This is an optimization exercise on Yosys and OpenROAD, whose aim is small area and a short achievable clock period, not a production implementation. At most, simulation tests tie the RTL to the original design; equivalence was not proved. Power is estimated from default activity; no workload was simulated.

==> trial 43 <==
==> flow/design.v (excerpt) <==
module mem_model_top (
  input  wire         glb_clk,
  input  wire         reset,
  input  wire         req_valid,
  input  wire         req_write,
  input  wire [30:0]  req_addr,
  input  wire [1:0]   req_size,
  input  wire         req_sign_ext,
  input  wire [63:0]  req_wdata,
  output wire         rsp_valid,
  output wire [63:0]  rsp_data
);
==> module mem_model_top, before the edit <==
module mem_model_top (
  input  wire         glb_clk,
  input  wire         reset,
  input  wire         req_valid,
  input  wire         req_write,
  input  wire [30:0]  req_addr,
  input  wire [1:0]   req_size,
  input  wire         req_sign_ext,
  input  wire [63:0]  req_wdata,
  output wire         rsp_valid,
  output wire [63:0]  rsp_data
);
  localparam logic [63:0] lfsr_taps = mem_model_pkg::lfsr_taps;
  localparam logic [63:0] fill_seed = mem_model_pkg::fill_seed;
  logic [15:0] line_valid;
  logic [27:0] line_tag  [16];
  logic [63:0] line_data [16];
  logic [3:0]  fill_ptr;
  logic [63:0] fill_value;
  logic        rsp_valid_q;
  logic [63:0] rsp_data_q;
  logic        req;
  logic        store;
  logic [27:0] index;
  logic [2:0]  offset;
  logic [15:0] line_hit;
  logic        hit;
  logic [15:0] ptr_dec;
  logic [15:0] alloc;
  logic [63:0] read_word;
  assign req    = req_valid & ~reset;
  assign store  = req_write;
  assign index  = req_addr[30:3];
  assign offset = req_addr[2:0];
  always_comb begin
    for (int i = 0; i < 16; i++) begin
      line_hit[i] = line_valid[i] && (line_tag[i] == index);
      ptr_dec[i]  = (fill_ptr == 4'(i));
    end
  end
  assign hit = |line_hit;
  always_comb begin
    read_word = fill_value & {64{~hit}};
    for (int i = 0; i < 16; i++) begin
      read_word = read_word | (line_data[i] & {64{line_hit[i]}});
    end
  end
  logic [7:0]  size_lanes;
  logic [7:0]  byte_lanes;
  logic [63:0] wdata_rep;     
  logic [63:0] write_word;
  always_comb begin
    unique case (req_size)
      2'd0:    size_lanes = 8'h01;
      2'd1:    size_lanes = 8'h03;
      2'd2:    size_lanes = 8'h0f;
      default: size_lanes = 8'hff;
    endcase
    byte_lanes = size_lanes << offset;
    unique case (req_size)
      2'd0:    wdata_rep = {8{req_wdata[7:0]}};
      2'd1:    wdata_rep = {4{req_wdata[15:0]}};
      2'd2:    wdata_rep = {2{req_wdata[31:0]}};
      default: wdata_rep = req_wdata;
    endcase
    for (int b = 0; b < 8; b++) begin
      write_word[b*8 +: 8] = (store && byte_lanes[b]) ? wdata_rep[b*8 +: 8] : fill_value[b*8 +: 8];
    end
  end
  assign alloc = ptr_dec & {16{req & ~hit}};
  always_ff @(posedge glb_clk) begin
    for (int i = 0; i < 16; i++) begin
      if (alloc[i]) begin
        line_tag[i] <= index;
      end
      for (int b = 0; b < 8; b++) begin
        if (alloc[i] || (req && store && line_hit[i] && byte_lanes[b])) begin
          line_data[i][b*8 +: 8] <= write_word[b*8 +: 8];
        end
      end
    end
  end
  always_ff @(posedge glb_clk) begin
    if (reset) begin
      line_valid <= '0;
      fill_ptr   <= '0;
    end else begin
      line_valid <= line_valid | alloc;
      if (req_valid) begin
        fill_ptr <= fill_ptr + 4'd1;
      end
    end
  end
  always_ff @(posedge glb_clk) begin
    if (reset) begin
      fill_value <= fill_seed;
    end else begin
      fill_value <= (fill_value >> 1) ^ (fill_value[0] ? lfsr_taps : 64'd0);
    end
  end
  logic [7:0]  rbyte [8];
  logic [7:0]  lane0;
  logic [7:0]  lane1;
  logic [15:0] lane23;
  logic        sign;
  logic [7:0]  ext;
  logic [63:0] load_result;
  always_comb begin
    for (int b = 0; b < 8; b++) begin
      rbyte[b] = read_word[b*8 +: 8];
    end
    lane0  = rbyte[offset];
    lane1  = rbyte[{offset[2:1], 1'b1}];
    lane23 = {rbyte[{offset[2], 2'b11}], rbyte[{offset[2], 2'b10}]};
    unique case (req_size)
      2'd0:    sign = lane0[7];
      2'd1:    sign = lane1[7];
      default: sign = lane23[15];
    endcase
    ext = {8{req_sign_ext & sign}};
    unique case (req_size)
      2'd0:    load_result = {{7{ext}}, lane0};
      2'd1:    load_result = {{6{ext}}, lane1, lane0};
      2'd2:    load_result = {{4{ext}}, lane23, lane1, lane0};
      default: load_result = read_word;
    endcase
  end
  always_ff @(posedge glb_clk) begin
    if (reset) begin
      rsp_valid_q <= 1'b0;
    end else begin
      rsp_valid_q <= req_valid & ~req_write;
    end
    rsp_data_q <= load_result;
  end
  assign rsp_valid = rsp_valid_q;
  assign rsp_data  = rsp_data_q;
endmodule
Settings: LEC_CHECK=0, CAP_MARGIN=20, CORE_MARGIN=2, CORE_UTILIZATION=40, SLEW_MARGIN=20; clock period 9.0 ns.
run.sh (not shown) runs the stock make flow with config.mk's settings and CLKGATE_MAP_FILE= SYNTH_SCRIPT=/design/flow/synth_recipe.tcl, a recipe that flattens the netlist after the stock synthesis.
==> build 23: changes against trial 43 <==
--- a/flow/design.v
+++ b/flow/design.v
@@ -57,3 +57,2 @@
   logic        rsp_valid_q;
-  logic [63:0] rsp_data_q;
   logic        req;
@@ -137,28 +136,61 @@
   end
-  logic [7:0]  rbyte [8];
-  logic [7:0]  lane0;
-  logic [7:0]  lane1;
-  logic [15:0] lane23;
+  logic [7:0]  msb_lane;      
+  logic [15:0] sign_cand;     
+  logic        fill_cand;
   logic        sign;
-  logic [7:0]  ext;
-  logic [63:0] load_result;
+  logic [63:0] word_q;
+  logic [7:0]  sel0_q;        
+  logic [3:0]  sel1_q;        
+  logic        ext1_q;        
+  logic [1:0]  sel23_q;       
+  logic        ext23_q;       
+  logic        dword_q;       
+  logic        ext47_q;       
+  always_comb begin
+    unique case (req_size)
+      2'd0:    msb_lane = 8'b1 << offset;
+      2'd1:    msb_lane = 8'b1 << {offset[2:1], 1'b1};
+      default: msb_lane = 8'b1 << {offset[2], 2'b11};
+    endcase
+    for (int i = 0; i < 16; i++) begin
+      sign_cand[i] = 1'b0;
+      for (int m = 0; m < 8; m++) begin
+        sign_cand[i] = sign_cand[i] | (msb_lane[m] & line_data[i][m*8+7]);
+      end
+    end
+    fill_cand = 1'b0;
+    for (int m = 0; m < 8; m++) begin
+      fill_cand = fill_cand | (msb_lane[m] & fill_value[m*8+7]);
+    end
+    sign = (fill_cand & ~hit) | |(sign_cand & line_hit);
+  end
+  always_ff @(posedge glb_clk) begin
+    word_q  <= read_word;
+    sel0_q  <= 8'b1 << offset;
+    sel1_q  <= (req_size == 2'd0) ? 4'b0 : (4'b1 << offset[2:1]);
+    ext1_q  <= (req_size == 2'd0) & req_sign_ext & sign;
+    sel23_q <= req_size[1] ? (2'b1 << offset[2]) : 2'b0;
+    ext23_q <= ~req_size[1] & req_sign_ext & sign;
+    dword_q <= (req_size == 2'd3);
+    ext47_q <= (req_size != 2'd3) & req_sign_ext & sign;
+  end
+  logic [7:0] wbyte [8];
+  logic [7:0] out0;
+  logic [7:0] out1;
+  logic [15:0] out23;
   always_comb begin
     for (int b = 0; b < 8; b++) begin
-      rbyte[b] = read_word[b*8 +: 8];
-    end
-    lane0  = rbyte[offset];
-    lane1  = rbyte[{offset[2:1], 1'b1}];
-    lane23 = {rbyte[{offset[2], 2'b11}], rbyte[{offset[2], 2'b10}]};
-    unique case (req_size)
-      2'd0:    sign = lane0[7];
-      2'd1:    sign = lane1[7];
-      default: sign = lane23[15];
-    endcase
-    ext = {8{req_sign_ext & sign}};
-    unique case (req_size)
-      2'd0:    load_result = {{7{ext}}, lane0};
-      2'd1:    load_result = {{6{ext}}, lane1, lane0};
-      2'd2:    load_result = {{4{ext}}, lane23, lane1, lane0};
-      default: load_result = read_word;
-    endcase
+      wbyte[b] = word_q[b*8 +: 8];
+    end
+    out0 = '0;
+    for (int b = 0; b < 8; b++) begin
+      out0 = out0 | (wbyte[b] & {8{sel0_q[b]}});
+    end
+    out1 = {8{ext1_q}};
+    for (int j = 0; j < 4; j++) begin
+      out1 = out1 | (wbyte[2*j+1] & {8{sel1_q[j]}});
+    end
+    out23 = ({wbyte[3], wbyte[2]} & {16{sel23_q[0]}})
+          | ({wbyte[7], wbyte[6]} & {16{sel23_q[1]}})
+          | {16{ext23_q}};
   end
@@ -170,6 +202,5 @@
     end
-    rsp_data_q <= load_result;
-  end
+  end
+  assign rsp_data = {(word_q[63:32] & {32{dword_q}}) | {32{ext47_q}}, out23, out1, out0};
   assign rsp_valid = rsp_valid_q;
-  assign rsp_data  = rsp_data_q;
 endmodule
- SETUP_SLACK_MARGIN: not set -> 5
- TNS_END_PERCENT: not set -> 10
==> comparison table <==
|  | build 23 | trial 43 |
|---|---|---|
| Largest net degree at the start of global routing | 67 | 86 |
| Relative area change from synthesis to final layout | 24.9% | 16.0% |
| Global-route wire length before repair | 310000 µm | 319000 µm |
| Fin nets | 4618 | 4848 |
| Area of all sequential standard cells | 47600 µm² | 47200 µm² |
| Path depth of the worst reg2reg path | 8 | 12 |
| Adder-Cell Fraction of Synth Area | 0.000778 | 0.000761 |
| Status | finished clean | finished clean |
| Count of inserted antenna diode cells | 13 | 1 |
| Crit path required time | 9.70 ns | 9.65 ns |
| XOR/XNOR share of the synthesized area | 0.0610 | 0.0555 |
| Compound-cell area share of the yosys netlist | 0.108 | 0.102 |
| M1 GR Usage | 0.367 | 0.384 |
| Multiplexer fraction of the synthesized cell area | 0.0104 | 0.0107 |
| Footprint of the multi-input gates | 17500 µm² | 17300 µm² |
| Switching part of the total power | 0.224 | 0.228 |
| Die area | 164000 µm² | 168000 µm² |
| Iteration count of the initial detailed-routing pass | 7 | 8 |
| GR met3 Demand/Resource | 0.0732 | 0.0602 |
| Largest vdd supply drop | 207 µV | 191 µV |
| HP Start | fill_value[5] | line_valid[8] |
| Final Skew | 0.0726 ns | 0.0441 ns |
| FF-to-FF Start | line_tag[3][9] | line_tag[6][10] |
| Number of signal-net inverters in the final layout | 58 | 78 |
| Sequential fraction of design power | 0.507 | 0.524 |
| Internal power consumption | 13.0 mW | 12.4 mW |
No functional check of the RTL was part of trial 43.

re-timing with driven ports:
The results above use ideal ports. As a check the final layouts listed here were re-extracted and re-timed, cells and wires unchanged.
Step 1, drivers: a clkbuf_16 drives glb_clk and a buf_2 each remaining input, both assumed.
Step 2 moves the port delays by t, midway between the first and last clock arrival at a register: inputs arrive t later, outputs are due t later. That takes back most of the time a late clock gives input paths.
Three values: ideal, step 1, step 2; two values: the first two.
run	shift t [ns]	setup WS [ns]	worst setup path after step 2	worst slew at a driven data input, ns	cell pins on the clock port's net
trial 43	0.879	2.019 / 2.073 / 1.194	input to register	0.07	1
build 23	0.875	4.740 / 4.718 / 3.895	input to register	0.22	1
After both steps every run listed still meets setup and hold. The setup slack of build 23, which loses most, moves by -0.022 ns with the drivers and by -0.845 ns with both steps.
